Source: an optimization exercise on an open RTL-to-GDS flow (aim: small area). Production flows keep margins and buffers that such runs may drop. Only simulation tests tie the RTL to the original design; equivalence was not proved. Power figures rest on the tool's default switching activity, not on a simulated workload.

===== flow/design.v =====
`timescale 1ns/100ps
module lockInTop (
    input  logic               clk,
    input  logic               rstN,
    input  logic        [15:0] divFast,
    input  logic        [15:0] divSlow,
    input  logic signed [15:0] sIn,
    output logic signed [5:0]  modSlope,
    output logic signed [25:0] modOut,
    output logic signed [15:0] demodF,
    output logic signed [15:0] demodFQ,
    output logic signed [15:0] demod2f,
    output logic signed [15:0] demod2fQ,
    output logic signed [15:0] demod3f,
    output logic signed [15:0] demod3fQ
);
    function automatic logic [15:0] rca16(input logic [15:0] a, input logic [15:0] b, input logic ci);
        logic c;
        c = ci;
        for (int k = 0; k < 16; k++) begin
            rca16[k] = a[k] ^ b[k] ^ c;
            c = (a[k] & b[k]) | (a[k] & c) | (b[k] & c);
        end
    endfunction
    function automatic logic [16:0] rca16c(input logic [15:0] a, input logic [15:0] b);
        logic c;
        c = 1'b0;
        for (int k = 0; k < 16; k++) begin
            rca16c[k] = a[k] ^ b[k] ^ c;
            c = (a[k] & b[k]) | (a[k] & c) | (b[k] & c);
        end
        rca16c[16] = c;
    endfunction
    function automatic logic [6:0] rca6(input logic [5:0] a, input logic [5:0] b);
        logic c;
        c = 1'b0;
        for (int k = 0; k < 6; k++) begin
            rca6[k] = a[k] ^ b[k] ^ c;
            c = (a[k] & b[k]) | (a[k] & c) | (b[k] & c);
        end
        rca6[6] = c;
    endfunction
    function automatic logic [15:0] inc16(input logic [15:0] a, input logic ci);
        logic c;
        c = ci;
        for (int k = 0; k < 16; k++) begin
            inc16[k] = a[k] ^ c;
            c = a[k] & c;
        end
    endfunction
    logic [15:0] fastCnt1, slowCnt1;
    logic        fastTick, slowTick;
    logic        fastWrap, slowWrap;
    assign fastWrap = (fastCnt1 == divFast);
    assign slowWrap = (slowCnt1 == divSlow);
    always_ff @(posedge clk or negedge rstN) begin
        if (!rstN) begin
            fastCnt1 <= 16'd1;
            slowCnt1 <= 16'd1;
            fastTick <= 1'b0;
            slowTick <= 1'b0;
        end else begin
            fastTick <= fastWrap;
            slowTick <= fastWrap && slowWrap;
            fastCnt1 <= fastWrap ? 16'd1 : inc16(fastCnt1, 1'b1);
            slowCnt1 <= (fastWrap && slowWrap) ? 16'd1 : inc16(slowCnt1, fastWrap);
        end
    end
    logic [5:0] pos;
    always_ff @(posedge clk or negedge rstN) begin
        if (!rstN) pos <= 6'd0;
        else if (slowTick) pos <= (pos == 6'd59) ? 6'd60 : (pos == 6'd60) ? 6'd1 : pos + 6'd1;
    end
    logic [5:0] addW, subW, ldW, cpyW;
    logic signed [5:0] slope;
    logic periodStart;
    always_comb begin
        case (pos)
            6'd0: begin addW = 6'b111010; subW = 6'b000000; ldW = 6'b111010; cpyW = 6'b000000; slope = 6'sd0; periodStart = 1'b0; end
            6'd1: begin addW = 6'b111110; subW = 6'b000000; ldW = 6'b000100; cpyW = 6'b000000; slope = 6'sd12; periodStart = 1'b0; end
            6'd2: begin addW = 6'b111110; subW = 6'b000000; ldW = 6'b000000; cpyW = 6'b000000; slope = 6'sd12; periodStart = 1'b0; end
            6'd3: begin addW = 6'b111110; subW = 6'b000000; ldW = 6'b000000; cpyW = 6'b000000; slope = 6'sd12; periodStart = 1'b0; end
            6'd4: begin addW = 6'b011111; subW = 6'b000000; ldW = 6'b000001; cpyW = 6'b000000; slope = 6'sd11; periodStart = 1'b0; end
            6'd5: begin addW = 6'b011111; subW = 6'b000000; ldW = 6'b000000; cpyW = 6'b000000; slope = 6'sd10; periodStart = 1'b0; end
            6'd6: begin addW = 6'b010111; subW = 6'b100000; ldW = 6'b000000; cpyW = 6'b000000; slope = 6'sd9; periodStart = 1'b0; end
            6'd7: begin addW = 6'b010111; subW = 6'b100000; ldW = 6'b000000; cpyW = 6'b000000; slope = 6'sd8; periodStart = 1'b0; end
            6'd8: begin addW = 6'b000111; subW = 6'b100000; ldW = 6'b000000; cpyW = 6'b000000; slope = 6'sd7; periodStart = 1'b0; end
            6'd9: begin addW = 6'b000111; subW = 6'b100000; ldW = 6'b000000; cpyW = 6'b000000; slope = 6'sd6; periodStart = 1'b0; end
            6'd10: begin addW = 6'b000101; subW = 6'b111000; ldW = 6'b000000; cpyW = 6'b000000; slope = 6'sd5; periodStart = 1'b0; end
            6'd11: begin addW = 6'b000101; subW = 6'b111000; ldW = 6'b000000; cpyW = 6'b000000; slope = 6'sd4; periodStart = 1'b0; end
            6'd12: begin addW = 6'b000001; subW = 6'b111000; ldW = 6'b000000; cpyW = 6'b000000; slope = 6'sd3; periodStart = 1'b0; end
            6'd13: begin addW = 6'b000001; subW = 6'b111000; ldW = 6'b000000; cpyW = 6'b000000; slope = 6'sd2; periodStart = 1'b0; end
            6'd14: begin addW = 6'b000001; subW = 6'b011000; ldW = 6'b000000; cpyW = 6'b100000; slope = 6'sd0; periodStart = 1'b0; end
            6'd15: begin addW = 6'b000001; subW = 6'b011000; ldW = 6'b000000; cpyW = 6'b000000; slope = -6'sd2; periodStart = 1'b0; end
            6'd16: begin addW = 6'b100001; subW = 6'b011100; ldW = 6'b100000; cpyW = 6'b000000; slope = -6'sd3; periodStart = 1'b0; end
            6'd17: begin addW = 6'b100001; subW = 6'b011100; ldW = 6'b000000; cpyW = 6'b000000; slope = -6'sd4; periodStart = 1'b0; end
            6'd18: begin addW = 6'b100001; subW = 6'b001100; ldW = 6'b000000; cpyW = 6'b010000; slope = -6'sd5; periodStart = 1'b0; end
            6'd19: begin addW = 6'b100001; subW = 6'b001100; ldW = 6'b000000; cpyW = 6'b000000; slope = -6'sd6; periodStart = 1'b0; end
            6'd20: begin addW = 6'b110001; subW = 6'b001110; ldW = 6'b010000; cpyW = 6'b000000; slope = -6'sd7; periodStart = 1'b0; end
            6'd21: begin addW = 6'b110001; subW = 6'b000110; ldW = 6'b000000; cpyW = 6'b000000; slope = -6'sd8; periodStart = 1'b0; end
            6'd22: begin addW = 6'b110001; subW = 6'b000110; ldW = 6'b000000; cpyW = 6'b001000; slope = -6'sd9; periodStart = 1'b0; end
            6'd23: begin addW = 6'b110001; subW = 6'b000110; ldW = 6'b000000; cpyW = 6'b000000; slope = -6'sd10; periodStart = 1'b0; end
            6'd24: begin addW = 6'b010000; subW = 6'b000110; ldW = 6'b000000; cpyW = 6'b000000; slope = -6'sd11; periodStart = 1'b0; end
            6'd25: begin addW = 6'b011000; subW = 6'b000110; ldW = 6'b001000; cpyW = 6'b000000; slope = -6'sd12; periodStart = 1'b0; end
            6'd26: begin addW = 6'b011000; subW = 6'b100110; ldW = 6'b000000; cpyW = 6'b000000; slope = -6'sd12; periodStart = 1'b0; end
            6'd27: begin addW = 6'b011000; subW = 6'b100010; ldW = 6'b000000; cpyW = 6'b000000; slope = -6'sd12; periodStart = 1'b0; end
            6'd28: begin addW = 6'b001000; subW = 6'b100010; ldW = 6'b000000; cpyW = 6'b000100; slope = -6'sd12; periodStart = 1'b0; end
            6'd29: begin addW = 6'b001000; subW = 6'b100010; ldW = 6'b000000; cpyW = 6'b000000; slope = -6'sd12; periodStart = 1'b0; end
            6'd30: begin addW = 6'b001000; subW = 6'b110010; ldW = 6'b000000; cpyW = 6'b000000; slope = -6'sd12; periodStart = 1'b0; end
            6'd31: begin addW = 6'b001100; subW = 6'b110010; ldW = 6'b000100; cpyW = 6'b000000; slope = -6'sd12; periodStart = 1'b0; end
            6'd32: begin addW = 6'b001100; subW = 6'b110010; ldW = 6'b000000; cpyW = 6'b000000; slope = -6'sd12; periodStart = 1'b0; end
            6'd33: begin addW = 6'b001100; subW = 6'b110010; ldW = 6'b000000; cpyW = 6'b000000; slope = -6'sd12; periodStart = 1'b0; end
            6'd34: begin addW = 6'b001100; subW = 6'b010011; ldW = 6'b000000; cpyW = 6'b100000; slope = -6'sd11; periodStart = 1'b0; end
            6'd35: begin addW = 6'b001100; subW = 6'b010011; ldW = 6'b000000; cpyW = 6'b000000; slope = -6'sd10; periodStart = 1'b0; end
            6'd36: begin addW = 6'b100100; subW = 6'b010011; ldW = 6'b100000; cpyW = 6'b000000; slope = -6'sd9; periodStart = 1'b0; end
            6'd37: begin addW = 6'b100100; subW = 6'b010011; ldW = 6'b000000; cpyW = 6'b000000; slope = -6'sd8; periodStart = 1'b0; end
            6'd38: begin addW = 6'b100100; subW = 6'b000011; ldW = 6'b000000; cpyW = 6'b010000; slope = -6'sd7; periodStart = 1'b0; end
            6'd39: begin addW = 6'b100100; subW = 6'b000011; ldW = 6'b000000; cpyW = 6'b000000; slope = -6'sd6; periodStart = 1'b0; end
            6'd40: begin addW = 6'b110100; subW = 6'b001001; ldW = 6'b010000; cpyW = 6'b000000; slope = -6'sd5; periodStart = 1'b0; end
            6'd41: begin addW = 6'b110100; subW = 6'b001001; ldW = 6'b000000; cpyW = 6'b000000; slope = -6'sd4; periodStart = 1'b0; end
            6'd42: begin addW = 6'b110000; subW = 6'b001001; ldW = 6'b000000; cpyW = 6'b000000; slope = -6'sd3; periodStart = 1'b0; end
            6'd43: begin addW = 6'b110000; subW = 6'b001001; ldW = 6'b000000; cpyW = 6'b000000; slope = -6'sd2; periodStart = 1'b0; end
            6'd44: begin addW = 6'b010000; subW = 6'b001001; ldW = 6'b000000; cpyW = 6'b000010; slope = 6'sd0; periodStart = 1'b0; end
            6'd45: begin addW = 6'b010000; subW = 6'b001001; ldW = 6'b000000; cpyW = 6'b000000; slope = 6'sd2; periodStart = 1'b0; end
            6'd46: begin addW = 6'b010000; subW = 6'b101101; ldW = 6'b000000; cpyW = 6'b000000; slope = 6'sd3; periodStart = 1'b0; end
            6'd47: begin addW = 6'b010000; subW = 6'b101101; ldW = 6'b000000; cpyW = 6'b000000; slope = 6'sd4; periodStart = 1'b0; end
            6'd48: begin addW = 6'b000000; subW = 6'b101101; ldW = 6'b000000; cpyW = 6'b000000; slope = 6'sd5; periodStart = 1'b0; end
            6'd49: begin addW = 6'b000000; subW = 6'b101101; ldW = 6'b000000; cpyW = 6'b000000; slope = 6'sd6; periodStart = 1'b0; end
            6'd50: begin addW = 6'b000010; subW = 6'b111101; ldW = 6'b000010; cpyW = 6'b000000; slope = 6'sd7; periodStart = 1'b0; end
            6'd51: begin addW = 6'b000010; subW = 6'b110101; ldW = 6'b000000; cpyW = 6'b000000; slope = 6'sd8; periodStart = 1'b0; end
            6'd52: begin addW = 6'b000010; subW = 6'b110101; ldW = 6'b000000; cpyW = 6'b001000; slope = 6'sd9; periodStart = 1'b0; end
            6'd53: begin addW = 6'b000010; subW = 6'b110101; ldW = 6'b000000; cpyW = 6'b000000; slope = 6'sd10; periodStart = 1'b0; end
            6'd54: begin addW = 6'b000010; subW = 6'b010100; ldW = 6'b000000; cpyW = 6'b100000; slope = 6'sd11; periodStart = 1'b0; end
            6'd55: begin addW = 6'b001010; subW = 6'b010100; ldW = 6'b001000; cpyW = 6'b000000; slope = 6'sd12; periodStart = 1'b0; end
            6'd56: begin addW = 6'b101010; subW = 6'b010100; ldW = 6'b100000; cpyW = 6'b000000; slope = 6'sd12; periodStart = 1'b0; end
            6'd57: begin addW = 6'b101010; subW = 6'b010000; ldW = 6'b000000; cpyW = 6'b000000; slope = 6'sd12; periodStart = 1'b0; end
            6'd58: begin addW = 6'b101010; subW = 6'b000000; ldW = 6'b000000; cpyW = 6'b010101; slope = 6'sd12; periodStart = 1'b0; end
            6'd59: begin addW = 6'b101010; subW = 6'b000000; ldW = 6'b000000; cpyW = 6'b000000; slope = 6'sd12; periodStart = 1'b1; end
            6'd60: begin addW = 6'b111010; subW = 6'b000000; ldW = 6'b010000; cpyW = 6'b000000; slope = 6'sd12; periodStart = 1'b0; end
            default: begin addW = '0; subW = '0; ldW = '0; cpyW = '0; slope = '0; periodStart = 1'b0; end
        endcase
    end
    assign modSlope = slope;
    logic        reload;
    logic [5:0]  slopeG;
    logic [6:0]  lowSum;
    logic        upInc, upDec;
    logic [19:0] upper;
    logic [18:0] sixDiv;
    logic        t;
    assign reload = fastTick && periodStart;
    assign slopeG = fastTick ? slope : 6'd0;
    assign lowSum = rca6(modOut[5:0], slopeG);
    assign upInc  = lowSum[6] && !slopeG[5];
    assign upDec  = slopeG[5] && !lowSum[6];
    always_comb begin
        t = upInc || upDec;
        for (int k = 0; k < 20; k++) begin
            upper[k] = modOut[6 + k] ^ t;
            t = t & (modOut[6 + k] ^ upDec);
        end
    end
    assign sixDiv = {rca16c(divSlow, {1'b0, divSlow[15:1]}), divSlow[0], 1'b0};
    always_ff @(posedge clk or negedge rstN) begin
        if (!rstN) modOut <= '0;
        else       modOut <= reload ? {7'd0, sixDiv} : {upper, lowSum[5:0]};
    end
    logic [15:0] acc [6];
    logic [15:0] dout [6];
    for (genvar i = 0; i < 6; i++) begin : g_ch
        logic        addE, subE;
        logic [15:0] x, a;
        assign addE = slowTick && addW[i];
        assign subE = slowTick && subW[i];
        assign x = ~((sIn & {16{subE}}) | (~sIn & {16{addE}}));
        assign a = (slowTick && ldW[i]) ? 16'd0 : acc[i];
        always_ff @(posedge clk) acc[i] <= rca16(a, x, !addE);
        always_ff @(posedge clk or negedge rstN) begin
            if (!rstN) dout[i] <= '0;
            else if (slowTick && cpyW[i]) dout[i] <= acc[i];
        end
    end
    assign demodF   = dout[0];
    assign demodFQ  = dout[1];
    assign demod2f  = dout[2];
    assign demod2fQ = dout[3];
    assign demod3f  = dout[4];
    assign demod3fQ = dout[5];
endmodule

===== flow/flow/run.sh =====
#!/bin/bash
# The standard layout (standard.sh), with two changes to how it is built:
#  - the port buffers are plain buf_1 cells (every port still gets its buffer);
#  - clock tree synthesis uses small clock buffers and larger sink clusters.
export BUFFER_PORTS_ARGS="-buffer_cell sky130_fd_sc_hd__buf_1"
if [[ -f flow/cts_args.txt ]]; then
  export CTS_ARGS="$(cat flow/cts_args.txt)"
fi
bash standard.sh > standard.log 2>&1

===== flow/standard.sh =====
#!/bin/bash
# synth_recipe.tcl (not shown) runs the flow's synth.tcl, then flattens the netlist and writes it again
# the make line also repeats each setting of config.mk as NAME=value (left out here)
make -C /OpenROAD-flow-scripts/flow DESIGN_CONFIG=/design/flow/config.mk WORK_HOME=/design/flow/orfs CLKGATE_MAP_FILE= SYNTH_SCRIPT=/design/flow/synth_recipe.tcl "${@:-finish}"

===== flow/config.mk =====
export PLATFORM = sky130hd
export DESIGN_NAME = lockInTop
export DESIGN_NICKNAME = lockInTop
export VERILOG_FILES = /design/flow/design.v
export SDC_FILE = /design/flow/constraint.sdc
export NUM_CORES = 4
export LEC_CHECK = 0
export ABC_AREA = 1
export CAP_MARGIN = 20
export CORE_MARGIN = 2
export CORE_UTILIZATION = 40
export SLEW_MARGIN = 20

===== flow/constraint.sdc =====
create_clock -name core_clock -period 10.0 [get_ports {clk}]
set_input_delay 2.0000 -clock core_clock [delete_from_list [all_inputs] [get_ports {clk}]]
set_output_delay 2.0000 -clock core_clock [all_outputs]
set_load 0.01 [all_outputs]

==> metrics.yaml, run 1 <==
outcome:
  outcome: "finished clean"
grt:
  grt_pass1_vias: 10500
  antenna_found_initial: 0
  grt_max_degree: 66
  grt_pass1_wl_mm: 56.8
  track_usage_pct: 18.8
  grt_overflow: 0
placement:
  hpwlAfterDp_mm: 26.4
  pre_cts_ws_ns: 0.119
  place.gp.congestion: 0.903
  portBuffers: 177
routing:
  drt_iter0_markers: 765
  drtAntennaViolNets: 0
  via_count: 10700
  routed_wl_mm: 34.8
  drt-wirelength-per-cell_um: 15.5
  drtPass1Iterations: 5
  routed_via_density: 4.79
  drc: 0
timing:
  finalSetupViolCount: 0
  fin_crit_ns: 9.37
  hold_viol_final: 0
  fin_hold_ws_ns: 0.455
  rsz0062_at_grt: "no"
  finalWorstSetupSlack_ns: 0.635
  fin_crit_sh_pct: 93.7
  finalMaxSlewViolations: 0
  fmax_ghz: 0.107
  skew_ns: 0.0201
  slew_headroom_pct: 28.6
  worstMarginPinSlew_ns: 1.07
  fin_setup_tns_ns: 0
logic_synthesis:
  yosys_warnings: 3
  syn_area_um2: 14500
  ys_ff_latch: 258
  synthTopCellsByArea: "dfrtp_1 28%, fa_1 15%, dfxtp_1 13%"
  synth_top_area_share_pct: 27.6
  seq_area_frac_synth_pct: 41.2
  synth_most_common_cell: "nand2_1"
  yosysTopAreaCell: "dfrtp_1"
  syn_area_per_cell_um2: 9.19
  synth_ff_type: "dfrtp_1"
  synth_edf_count: 0
  ys_async_sr_fraction_pct: 62.8
  synth_nets: 1792
  netlist_instances: 1580
  yosys-top-cells-count: "267 x nand2_1, 205 x inv_1, 190 x nor2_1, 160 x dfrtp_1, 125 x o21ai_0"
  synth.distinct_cells: 59
pwr:
  power.switching_w: 0.000980
  p_per_area_nw_per_um2: 195
  p_clk_share_pct: 34.7
  power_leakage_nw: 7.97
  p_int_w: 0.00227
  p_sw_share_pct: 30.2
  peakVddDrop_mv: 0.142
  seq_power_share_pct: 41.6
  power_frac_comb_pct: 23.6
worst_hold_path:
  min_path_type: "reg -> reg"
clock_tree:
  clock_sinks: 258
  tritoncts: "done"
  insertion_delay_ns: 0.58
  clk_pin_slew_ns: 0.06
  cts_buffer_depth: 3
  cts_buffers: 29
  clockRootBuffer: "clkbuf_16"
  cts_max_level: 1
  post_cts_buffers: 0
layout:
  regArea_um2: 5980
  antennaDiodeCount: 0
  fill_cells: 3443
  final_nets: 1968
  drive_gt1_share_pct: 8.71
  area_delta_synth_final_pct: 14.9
  multi_input_area_um2: 7430
floorplan:
  core_um2: 35700
  die_x_um: 195
  start_util_pct: 40.7
  io_pins: 178
  die_area_um2: 37800
  fp-row-count: 69
  die_height_um: 195
critical_path:
  critPathKind: "reg -> reg"
  cp-end-kind: "register"
  setup.worst_path.start_class: "register"
  cp_data_required_time_ns: 10.51
  crit_arrival_ns: 9.87
  crit_fanout: 15
job:
  maxCapViolCount: 0
==> cell usage in the layout (no fill, tap or decap), drive strengths merged, types with 2 or more instances in the layout <==
cell type | netlist | layout
a21oi | 62 | 62
a31oi | 7 | 7
buf | 42 | 199
bufinv | 0 | 3
clkbuf | 13 | 45
clkinv | 0 | 5
dfrtp | 160 | 160
dfstp | 2 | 2
dfxtp | 96 | 96
fa | 108 | 108
ha | 54 | 54
inv | 221 | 222
mux2 | 24 | 24
nand2 | 278 | 278
nand3 | 32 | 32
nand3b | 2 | 2
nand4 | 11 | 11
nor2 | 203 | 203
nor3 | 6 | 6
o2111ai | 4 | 4
o211ai | 6 | 6
o21ai | 177 | 177
o22ai | 4 | 4
o32ai | 2 | 2
or2 | 6 | 6
xnor2 | 28 | 28
xor2 | 23 | 23
==> power by group through the flow <==
stage	Sequential (W)	Combinational, W	Clock (W)
floorplan	0.00135	0.000569	0
global placement	0.00137	0.000753	0
detailed placement	0.00137	0.000790	0
CTS	0.00135	0.000799	0.00116
global route	0.00138	0.000935	0.00120
finish	0.00135	0.000766	0.00113
==> stage by stage <==
| stage | utilization [%] | power [W] | cell area (µm²) | cells |
|---|---|---|---|---|
| after floorplan | - | 0.00192 | 14500 | 1580 |
| after global placement | 43.9 | 0.00212 | 15600 | 2186 |
| after detailed placement | 43.9 | 0.00216 | 15600 | 2186 |
| after CTS | 46.7 | 0.00331 | 16700 | 2240 |
| after global routing | 46.8 | 0.00351 | 16700 | 2240 |
| final | 46.8 | 0.00325 | 16700 | 2240 |
==> routing by layer <==
metal | track usage [%] | vias to the layer above | wire length [µm]
met5 | 0 | - | 0
met4 | 4.64 | 0 | 822
met3 | 4.30 | 52 | 2300
met2 | 29.3 | 272 | 15600
met1 | 26.6 | 5078 | 16100
li1 | - | 5319 | -
==> path summary, 6_finish.rpt <==
check	to	cells after the start	from	slack, ns
max reg2reg	acc[0][15]	24	pos[1]	0.63
max in group asynchronous	dout[3][5]	2	rstN	7.27
min reg2reg	dout[2][6]	2	acc[2][6]	0.45
max	acc[0][15]	24	pos[1]	0.63
min	dout[2][6]	2	acc[2][6]	0.45
min in group asynchronous	dout[4][6]	1	rstN	1.44
==> layout make-up <==
class / count / share of cell area, %
flip-flops and latches: 258 / 35.8
clock inverters: 10 / 0.878
clock buffers: 44 / 5.23
inverters: 221 / 4.97
repair buffers: 200 / 5.04
well taps: 461 / 3.46
multi-input cells: 1046 / 44.6
==> kinds of logic (layout without fill, tap and decap cells) <==
group                    after synthesis  in the layout  synth area share [%]
AND/OR/NAND/NOR                      540            540                  15.8
adder cells (fa/ha/maj)              162            162                  19.5
multiplexers                          24             24                  2.12
flip-flops                           258            258                  41.2
buffers and inverters                276            475                  7.83
AO/OA/AOI/OAI                        269            269                  10.4
XOR/XNOR                              51             51                  3.08
==> critical path, cell delays in order, from the launching register on <==
cell,delay (ns)
dfrtp_1,0.46
inv_1,0.28
ha_1,0.28
inv_2,0.08
nor2_2,0.19
nand3_1,0.18
inv_1,0.40
nor2_1,0.12
fa_1,0.44
fa_1,0.48
fa_1,0.47
fa_1,0.47
fa_1,0.47
fa_1,0.46
fa_1,0.46
fa_1,0.46
fa_1,0.46
fa_1,0.46
fa_1,0.46
fa_1,0.46
fa_1,0.46
fa_1,0.48
fa_1,0.44
xnor2_1,0.19
xor2_1,0.16
==> state kept, by name (all words and copies together), names as in the netlist <==
signal	count
acc	96
fastCnt1	16
fastTick	1
slowCnt1	16
slowTick	1
modOut	26
dout	96
pos	6
==> repair_timing <==
| item | 4_1_cts | 5_1_grt |
|---|---|---|
| resized for setup | 0 | 1 |
| hold buffers | 0 | 0 |
| endpoints found under the setup margin | 0 | 1 |
==> inputs of run 2 (changes only) <==
==> flow/flow/cts_args.txt (new file) <==
-sink_clustering_enable -repair_clock_nets -dont_use_dummy_load -buf_list {sky130_fd_sc_hd__clkbuf_8 sky130_fd_sc_hd__clkbuf_16} -root_buf sky130_fd_sc_hd__clkbuf_8 -sink_clustering_buffer sky130_fd_sc_hd__clkbuf_16 -sink_clustering_size 30 -sink_clustering_max_diameter 70
==> metrics.yaml, run 2 <==
grt:
  grt_max_degree: 66
  antenna_found_initial: 0
  track_usage_pct: 18.5
  grt_pass1_wl_mm: 56.1
  grt_pass1_vias: 10400
  grt_overflow: 0
placement:
  place.gp.congestion: 0.903
  hpwlAfterDp_mm: 26.4
  portBuffers: 177
floorplan:
  die_x_um: 195
  io_pins: 178
  die_height_um: 195
  die_area_um2: 37800
  start_util_pct: 40.7
  core_um2: 35700
  fp-row-count: 69
critical_path:
  rrSetupSlack_ns: 0.69
  regToRegEndpoint: "acc[4][15]"
  worst_path_max_delay_cell: "fa_1"
  cp-end-kind: "register"
  reg2reg_depth: 31
  setup.worst_path.start_class: "register"
  crit_arrival_ns: 9.81
  cp_data_required_time_ns: 10.49
  r2r-start: "pos[1]"
  critPathKind: "reg -> reg"
  critPathMaxStageDelay_ns: 0.47
  path_common_cell: "fa_1"
  crit_fanout: 17
outcome:
  outcome: "finished clean"
routing:
  drt_iter0_markers: 624
  routed_wl_mm: 34.4
  drc: 0
  routed_via_density: 4.80
  drtAntennaViolNets: 0
  drt-wirelength-per-cell_um: 15.6
  via_count: 10600
  drtPass1Iterations: 4
logic_synthesis:
  synth_top_area_share_pct: 27.6
  synthTopCellsByArea: "dfrtp_1 28%, fa_1 15%, dfxtp_1 13%"
  seq_area_frac_synth_pct: 41.2
  yosys_warnings: 3
  syn_area_um2: 14500
  ys_ff_latch: 258
  synth.distinct_cells: 59
  yosys-top-cells-count: "267 x nand2_1, 205 x inv_1, 190 x nor2_1, 160 x dfrtp_1, 125 x o21ai_0"
  netlist_instances: 1580
  synth_ff_type: "dfrtp_1"
  syn_area_per_cell_um2: 9.19
  synth_nets: 1792
  synth_edf_count: 0
  synth_most_common_cell: "nand2_1"
  yosysTopAreaCell: "dfrtp_1"
  ys_async_sr_fraction_pct: 62.8
clock_tree:
  insertion_delay_ns: 0.63
  clock_sinks: 258
  cts_buffers: 23
  post_cts_buffers: 0
  clockRootBuffer: "clkbuf_8"
  tritoncts: "done"
  cts_hold_buf: 0
  cts_buffer_depth: 3
  clk_pin_slew_ns: 0.08
  cts_max_level: 1
worst_hold_path:
  min_path_type: "reg -> reg"
  hold_start: "acc[2][0]"
  min_to: "dout[2][0]"
  min_path_cells: 2
timing:
  finalMaxSlewViolations: 0
  fin_setup_tns_ns: 0
  rsz0062_at_grt: "no"
  fin_crit_ns: 9.31
  skew_ns: 0.0327
  fin_crit_sh_pct: 93.1
  slew_headroom_pct: 28.0
  fmax_ghz: 0.107
  hold_viol_final: 0
  worstMarginPinSlew_ns: 1.08
  finalSetupViolCount: 0
pwr:
  total_power_w: 0.00286
  p_per_area_nw_per_um2: 176
  power_leakage_nw: 7.73
  peakVddDrop_mv: 0.0986
layout:
  final_cell_mix: "267 x nand2_1, 205 x inv_1, 190 x nor2_1"
  final_nets: 1962
  regArea_um2: 5980
  final_common_cell: "nand2_1"
  drive_gt1_share_pct: 7.44
  reg.largest.list: "acc x96, dout x96, modOut x26"
  fill_cells: 3481
  multi_input_area_um2: 7430
  area_delta_synth_final_pct: 11.6
job:
  maxCapViolCount: 0
-- run 2: cell types whose count changed in the layout (fill, tap and decap cells not counted), sizes merged --
cell,before,now
bufinv,3,0
clkinv,5,0
clkbuf,45,24
diode,0,1
inv,222,221
clkinvlp,1,0
-- run 2: repair_timing --
item,4_1_cts,5_1_grt
endpoints found under the hold margin,0,0
gates resized for setup,0,1
setup endpoints to repair,0,1
-- run 2: area by class of cell --
class,instances,area share (%)
multi-input cells,1046,45.9
flip-flops and latches,258,36.9
repair buffers,200,5.19
inverters,221,5.12
well taps,461,3.56
clock buffers,23,3.34
diodes,1,0.0154
-- run 2: report_power, final --
group,leakage (nW),switching [W],internal [W]
logic,4.49,0.000453,0.000312
clock network,0.268,0.000367,0.000373
registers,2.98,0.0000777,0.00127
-- run 2: how the worst max path moves through the flow --
| stage | startpoint | end |
|---|---|---|
| floorplan | sIn[0] | acc[5][15] |
| global placement | sIn[0] | acc[5][15] |
| detailed placement | sIn[0] | acc[5][15] |
| CTS | pos[1] | acc[3][15] |
| global route | pos[1] | acc[4][15] |
| finish | pos[1] | acc[4][15] |
-- run 2: layer usage --
| metal | wire length (µm) | GRT usage (%) | part of all wire [%] | vias to the layer above |
|---|---|---|---|---|
| met2 | 15600 | 29.2 | 45 | 242 |
| met1 | 16000 | 26.2 | 47 | 5034 |
| met3 | 2040 | 4.15 | 5.9 | 47 |
| met4 | 745 | 3.85 | 2.2 | 0 |
| li1 | - | - | - | 5283 |
| met5 | 0 | 0 | 0 | - |
-- run 2: cells by family (layout without fill, tap and decap cells) --
| family | count (synthesis) | in the layout | share of synthesized area, % |
|---|---|---|---|
| buffers and inverters | 276 | 444 | 7.83 |
| other | 0 | 1 | 0 |
| AO/OA/AOI/OAI | 269 | 269 | 10.4 |
| flip-flops | 258 | 258 | 41.2 |
| AND/OR/NAND/NOR | 540 | 540 | 15.8 |
| adder cells (fa/ha/maj) | 162 | 162 | 19.5 |
| XOR/XNOR | 51 | 51 | 3.08 |
| multiplexers | 24 | 24 | 2.12 |
-- run 2: metrics by stage --
| step | setup slack, ns | std cells | cell area [µm²] | hold WS, ns | util, % |
|---|---|---|---|---|---|
| finish | 0.688 | 2210 | 16200 | 0.421 | 45.4 |
| global route | 0.155 | 2209 | 16200 | 0.449 | 45.4 |
| CTS | 0.501 | 2209 | 16200 | 0.422 | 45.4 |
| detailed placement | 0.119 | 2186 | 15600 | 0.448 | 43.9 |
| global placement | 0.172 | 2186 | 15600 | 0.446 | 43.9 |
| floorplan | 0.571 | 1580 | 14500 | 0.425 | - |
-- run 2: worst max-delay path, delay by kind of cell, from the launching register on --
| family | cells | cell delay [ns] |
|---|---|---|
| buf+inv | 7 | 0.69 |
| simple gates | 6 | 0.98 |
| flops | 1 | 0.46 |
| fa+ha+maj | 16 | 6.80 |
| compound gates | 1 | 0.12 |
| xor+xnor | 1 | 0.14 |
==> inputs of run 3 (changes only) <==
==> flow/flow/cts_args.txt (replaced) <==
-sink_clustering_enable -repair_clock_nets -dont_use_dummy_load -buf_list {sky130_fd_sc_hd__clkbuf_8} -root_buf sky130_fd_sc_hd__clkbuf_8 -sink_clustering_size 24 -sink_clustering_max_diameter 50
--- a/flow/config.mk
+++ b/flow/config.mk
@@ -8,5 +8,6 @@
 export ABC_AREA = 1
 export CAP_MARGIN = 20
 export CORE_MARGIN = 2
-export CORE_UTILIZATION = 40
+export CORE_UTILIZATION = 70
+export PLACE_DENSITY = 0.8
 export SLEW_MARGIN = 20
==> metrics.yaml, run 3 <==
layout:
  drive_gt1_share_pct: 8.07
  fill_cells: 1449
  antennaDiodeCount: 0
  final_nets: 1974
  fin_cells: 2030
  final_cell_mix: "267 x nand2_1, 205 x inv_1, 190 x nor2_1"
  final_common_cell: "nand2_1"
  area_delta_synth_final_pct: 9.22
  post-route-util_pct: 78.1
  reg.largest.list: "acc x96, dout x96, modOut x26"
placement:
  portBuffers: 177
  dp.cells: 2002
  pre_cts_ws_ns: 0.0298
  hpwlAfterDp_mm: 25.1
  place.gp.congestion: 0.931
outcome:
  outcome: "finished clean"
clock_tree:
  cts_buffer_depth: 3
  tritoncts: "done"
  post_cts_buffers: 0
  cts_buffers: 27
  cts_hold_buf: 0
  insertion_delay_ns: 0.61
  clock_sinks: 258
  clockRootBuffer: "clkbuf_8"
  clk_pin_slew_ns: 0.10
  cts_max_level: 1
  ctsResizeCount: 0
critical_path:
  regToRegEndpoint: "acc[5][15]"
  rrSetupSlack_ns: 0.65
  path_cells: "buf_1, buf_4, o21ai_0, fa_1, fa_1, fa_1, fa_1, fa_1, fa_1, fa_1, fa_1, fa_1, fa_1, fa_1, fa_1, fa_1, fa_1, fa_1, xnor2_1, xor2_1"
  worst_path_max_delay_cell: "fa_1"
  setup.worst_path.start_class: "input port"
  r2r-start: "pos[1]"
  path_buf_inv: 2
  critPathKind: "in -> reg"
  crit_arrival_ns: 9.92
  reg2reg_depth: 29
  path_common_cell: "fa_1"
  cp-end-kind: "register"
  critPathMaxStageDelay_ns: 0.49
  path_delay_family: "adder cells"
  crit_fanout: 6
  cp_data_required_time_ns: 10.49
timing:
  worstMarginPinSlew_ns: 1.00
  skew_ns: 0.0862
  slew_headroom_pct: 33.0
  fin_crit_ns: 9.42
  fin_crit_sh_pct: 94.2
  rsz0062_at_grt: "no"
  finalWorstSetupSlack_ns: 0.576
  hold_viol_final: 0
  finalSetupViolCount: 0
  finalMaxSlewViolations: 0
  fmax_ghz: 0.106
  fin_setup_tns_ns: 0
worst_hold_path:
  min_to: "dout[5][10]"
  hold_start: "acc[5][10]"
  min_path_cells: 2
  min_path_type: "reg -> reg"
grt:
  busiest_layer: "met2"
  grt_pass1_vias: 11300
  met2_usage_pct: 51.1
  grt.met3_usage_pct: 6.14
  grt_pass1_wl_mm: 55.1
  grt_overflow: 0
  grt_util_met1_pct: 42.8
  track_usage_pct: 31.4
  grt_max_degree: 68
  antenna_found_initial: 0
logic_synthesis:
  synth_xor_area_share_pct: 3.08
  synthMuxAreaShare_pct: 2.12
  synth_edf_count: 0
  synth_top_area_share_pct: 27.6
  synth-compound-area-share_pct: 10.4
  syn_area_um2: 14500
  synth_fa_ha_area_share_pct: 19.5
  synth_most_common_cell: "nand2_1"
  synth_simple_gate_area_share_pct: 15.8
  yosys-top-cells-count: "267 x nand2_1, 205 x inv_1, 190 x nor2_1, 160 x dfrtp_1, 125 x o21ai_0"
  synth_top_family_by_area: "adder cells"
  synth_ff_type: "dfrtp_1"
  synthTopCellsByArea: "dfrtp_1 28%, fa_1 15%, dfxtp_1 13%"
  syn_area_per_cell_um2: 9.19
  ys_ff_latch: 258
  yosysTopAreaCell: "dfrtp_1"
  seq_area_frac_synth_pct: 41.2
  netlist_instances: 1580
  synth.distinct_cells: 59
  yosys_warnings: 3
  ys_async_sr_fraction_pct: 62.8
  synth_nets: 1792
routing:
  drtAntennaViolNets: 0
  via_count: 11100
  drtPass1Iterations: 5
  drt-wirelength-per-cell_um: 16.3
  drc: 0
  routed_via_density: 5.47
  routed_wl_mm: 33.1
  drt_iter0_markers: 663
pwr:
  power_leakage_nw: 7.70
  p_per_area_nw_per_um2: 172
  peakVddDrop_mv: 0.126
floorplan:
  io_pins: 178
  die_height_um: 148
  die_area_um2: 21900
  fp-row-count: 52
  start_util_pct: 71.5
  die_x_um: 148
  core_um2: 20300
job:
  maxCapViolCount: 0
run 3: cell counts after synthesis:
Identical to the previous run, type by type.
run 3: layer usage:
layer  up-vias  wire, µm
li1       5316         -
met1      5293     13600
met2       413     15500
met3        82      2910
met4         0      1080
met5         -         0
run 3: cell type report:
cell class | count | area, µm² | area share, %
clock buffers | 27 | 372 | 2.34
inverters | 221 | 830 | 5.23
multi-input cells | 1046 | 7430 | 46.9
flip-flops and latches | 258 | 5980 | 37.7
well taps | 270 | 338 | 2.13
repair buffers | 208 | 905 | 5.71
run 3: logic make-up (layout without fill, tap and decap cells):
family	after synthesis	after routing
compound gates	269	269
xor+xnor	51	51
fa+ha+maj	162	162
buf+inv	276	456
flops	258	258
mux	24	24
simple gates	540	540
run 3: worst max path at each step:
stage / startpoint / to / slack [ns] / cells after the start
after global placement: sIn[0] / acc[0][15] / 0.25 / 21
after detailed placement: sIn[0] / acc[3][15] / 0.03 / 26
after CTS: pos[1] / acc[3][15] / 0.42 / 27
final: sIn[0] / acc[0][15] / 0.58 / 20
after global routing: pos[1] / acc[5][15] / 0.21 / 29
after floorplan: sIn[0] / acc[5][15] / 0.57 / 22
run 3: metrics by stage:
| stage | instance area [µm²] | hold WS (ns) | power, W |
|---|---|---|---|
| floorplan | 14500 | 0.425 | 0.00192 |
| global placement | 15500 | 0.435 | 0.00211 |
| detailed placement | 15500 | 0.437 | 0.00217 |
| CTS | 15800 | 0.432 | 0.00276 |
| global route | 15900 | 0.446 | 0.00295 |
| finish | 15900 | 0.430 | 0.00273 |
run 3: power breakdown:
part	switching [W]	leakage (nW)	internal [W]
Clock	0.000336	0.194	0.000239
Sequential	0.0000820	2.98	0.00127
Combinational	0.000479	4.53	0.000322
run 3: worst reg2reg max path, delay by kind of cell, from the launching register on:
family / cells / cell delay [ns]
DFF: 1 / 0.45
and+or+nand+nor: 6 / 0.49
xor gates and xnor gates: 1 / 0.18
buffers and inverters: 4 / 0.61
adders and majority gates: 16 / 7.25
AOI/OAI and AO/OA: 2 / 0.27
==> inputs of run 4 (changes only) <==
==> flow/flow/cts_args.txt (replaced) <==
-sink_clustering_enable -repair_clock_nets -dont_use_dummy_load -buf_list {sky130_fd_sc_hd__clkbuf_8} -root_buf sky130_fd_sc_hd__clkbuf_8 -sink_clustering_size 16 -sink_clustering_max_diameter 60
--- a/flow/config.mk
+++ b/flow/config.mk
@@ -8,6 +8,5 @@
 export ABC_AREA = 1
 export CAP_MARGIN = 20
 export CORE_MARGIN = 2
-export CORE_UTILIZATION = 70
-export PLACE_DENSITY = 0.8
+export CORE_UTILIZATION = 40
 export SLEW_MARGIN = 20
==> metrics.yaml, run 4 <==
outcome:
  outcome: "finished clean"
grt:
  grt_overflow: 0
  grt_max_degree: 66
  track_usage_pct: 18.6
  antenna_found_initial: 0
  grt_pass1_wl_mm: 56.3
  grt_pass1_vias: 10400
critical_path:
  cp-end-kind: "register"
  path_common_cell: "fa_1"
  crit_fanout: 16
  rrSetupSlack_ns: 0.53
  cp_data_required_time_ns: 10.49
  regToRegEndpoint: "acc[3][15]"
  path_delay_family: "adder cells"
  critPathKind: "reg -> reg"
  worst_path_max_delay_cell: "o31ai_2"
  crit_path_start: "pos[1]"
  setup.worst_path.start_class: "register"
  crit_arrival_ns: 9.95
  reg2reg_depth: 27
  r2r-start: "pos[1]"
  path_buf_inv: 4
  crit_cells: 27
  critPathMaxStageDelay_ns: 0.79
routing:
  drt_iter0_markers: 695
  drt-wirelength-per-cell_um: 15.6
  drtAntennaViolNets: 0
  via_count: 10600
  drc: 0
  routed_via_density: 4.78
  drtPass1Iterations: 7
  routed_wl_mm: 34.4
pwr:
  seq_power_share_pct: 50.0
  peakVddDrop_mv: 0.0836
  p_int_w: 0.00182
  p_per_area_nw_per_um2: 169
  p_clk_share_pct: 21.8
  p_sw_share_pct: 32.6
  power_leakage_nw: 7.66
  power_frac_comb_pct: 28.3
  power.switching_w: 0.000880
clock_tree:
  clk_pin_slew_ns: 0.10
  clock_sinks: 258
  ctsResizeCount: 0
  insertion_delay_ns: 0.61
  cts_hold_buf: 0
  cts_max_level: 1
  tritoncts: "done"
  cts_buffer_depth: 3
  clockRootBuffer: "clkbuf_8"
  post_cts_buffers: 0
  cts_buffers: 27
logic_synthesis:
  synthTopCellsByArea: "dfrtp_1 28%, fa_1 15%, dfxtp_1 13%"
  yosysTopAreaCell: "dfrtp_1"
  synth_most_common_cell: "nand2_1"
  syn_area_per_cell_um2: 9.19
  synth_edf_count: 0
  yosys_warnings: 3
  synth.distinct_cells: 59
  ys_async_sr_fraction_pct: 62.8
  synth_top_area_share_pct: 27.6
  synth_ff_type: "dfrtp_1"
  synth_nets: 1792
  seq_area_frac_synth_pct: 41.2
  syn_area_um2: 14500
  netlist_instances: 1580
  ys_ff_latch: 258
  yosys-top-cells-count: "267 x nand2_1, 205 x inv_1, 190 x nor2_1, 160 x dfrtp_1, 125 x o21ai_0"
placement:
  hpwlAfterDp_mm: 26.4
  portBuffers: 177
  dpl_cell_area_um2: 15600
  place.gp.congestion: 0.903
floorplan:
  die_area_um2: 37800
  fp-row-count: 69
  die_height_um: 195
  core_um2: 35700
  start_util_pct: 40.7
  io_pins: 178
  die_x_um: 195
layout:
  fill_cells: 3510
  final_nets: 1966
  area_delta_synth_final_pct: 10.4
  reg.largest.list: "acc x96, dout x96, modOut x26"
  drive_gt1_share_pct: 7.65
  final_common_cell: "nand2_1"
  design_area_um2: 16000
  final_cell_mix: "267 x nand2_1, 205 x inv_1, 190 x nor2_1"
worst_hold_path:
  min_path_cells: 2
  hold_start: "acc[2][0]"
  min_path_type: "reg -> reg"
  min_to: "dout[2][0]"
job:
  maxCapViolCount: 0
timing:
  skew_ns: 0.0539
  fin_crit_sh_pct: 94.7
  finalSetupViolCount: 0
  slew_headroom_pct: 29.0
  fin_crit_ns: 9.47
  rsz0062_at_grt: "no"
  worstMarginPinSlew_ns: 1.07
  fin_setup_tns_ns: 0
  hold_viol_final: 0
  finalMaxSlewViolations: 0
  fmax_ghz: 0.106
## run 4: cell count changes in the layout (fill, tap and decap cells not counted)
cell and change:
buf_6 -1, o31ai_4 -1, buf_4 -7, diode_2 +1
o31ai_2 +1
## run 4: worst register-to-register path: stages, from the launching register on
cell and delay (ns):
dfrtp_1 0.46, ha_1 0.30, inv_1 0.12, ha_1 0.17
o21ai_0 0.14, o31ai_2 0.79, o21ai_0 0.27, fa_1 0.46
inv_1 0.09, fa_1 0.16, inv_1 0.05, fa_1 0.45
fa_1 0.46, fa_1 0.46, fa_1 0.46, fa_1 0.46
fa_1 0.48, fa_1 0.47, fa_1 0.46, fa_1 0.46
fa_1 0.46, fa_1 0.47, fa_1 0.46, fa_1 0.44
nand3b_1 0.16, nand2_1 0.09, xnor2_1 0.11, inv_1 0.05
## run 4: through the flow
stage | hold WS (ns) | utilization (%) | setup WS, ns | total power, W | instances
final | 0.435 | 44.9 | 0.532 | 0.00270 | 2214
after global routing | 0.470 | 44.9 | 0.0247 | 0.00296 | 2213
after CTS | 0.441 | 44.9 | 0.494 | 0.00276 | 2213
after detailed placement | 0.448 | 43.9 | 0.119 | 0.00216 | 2186
after global placement | 0.446 | 43.9 | 0.172 | 0.00212 | 2186
after floorplan | 0.425 | - | 0.571 | 0.00192 | 1580
## run 4: cell type report
cell class	count	area, µm²	share of cell area, %
inverters	221	830	5.18
multi-input cells	1046	7420	46.3
diodes	1	2.50	0.0156
clock buffers	27	372	2.32
well taps	461	577	3.60
flip-flops and latches	258	5980	37.3
repair buffers	200	841	5.25
## run 4: how the worst max path moves through the flow
stage / to / slack [ns]
3_3_place_gp: acc[5][15] / 0.17
6_report: acc[3][15] / 0.53
4_1_cts: acc[3][15] / 0.49
5_1_grt: acc[3][15] / 0.02
2_1_floorplan: acc[5][15] / 0.57
3_5_place_dp: acc[5][15] / 0.12
## run 4: layer usage
layer / vias to the layer above / part of all wire [%] / global-route usage (%)
met4: 0 / 2.2 / 4.84
met5: - / 0 / 0
li1: 5277 / - / -
met2: 281 / 45 / 29.1
met3: 51 / 7.1 / 3.89
met1: 4972 / 46 / 26.3
## run 4: kinds of logic (layout without fill, tap and decap cells)
family          after synthesis  after routing  share of synthesized area [%]
buf+inv                     276            448                           7.83
compound gates              269            269                           10.4
fa+ha+maj                   162            162                           19.5
xor+xnor                     51             51                           3.08
flops                       258            258                           41.2
mux                          24             24                           2.12
other cells                   0              1                              0
simple gates                540            540                           15.8
## run 4: power by group through the flow
stage | logic [W] | registers, W | clock network (W)
final | 0.000764 | 0.00135 | 0.000588
after global routing | 0.000931 | 0.00137 | 0.000658
after CTS | 0.000796 | 0.00135 | 0.000619
after detailed placement | 0.000790 | 0.00137 | 0
after global placement | 0.000753 | 0.00137 | 0
after floorplan | 0.000569 | 0.00135 | 0

-- port drivers added, routing unchanged --
The results above use ideal ports. As a check the final layouts listed here were re-extracted and re-timed, cells and wires unchanged. Step 1, drivers: a clkbuf_16 drives clk and a buf_2 each remaining input, both assumed. Step 2 times the ports against the registers' clock, not the clock port: input delays grow and output delays shrink by t, the midpoint of the rising clock arrivals with the driver on. a / b / c = no drivers / after step 1 / after step 2; a / b = the first two.
| run | t (ns) | setup WS [ns] | worst register clock-pin slew, ns | worst slew at a driven data input, ns |
|---|---|---|---|---|
| run 1 | 0.623 | 0.635 / 0.635 / 0.072 | 0.07 / 0.07 | 0.07 |
| run 2 | 0.655 | 0.688 / 0.688 / 0.065 | 0.09 / 0.09 | 0.08 |
| run 3 | 0.605 | 0.576 / 0.575 / -0.030 | 0.11 / 0.11 | 0.05 |
| run 4 | 0.629 | 0.532 / 0.532 / 0.051 | 0.10 / 0.10 | 0.07 |
With both steps, setup timing fails in run 3, where it was met with ideal ports. The setup slack of run 2, which loses most, moves by 0.000 ns with the drivers and by -0.623 ns with both steps.
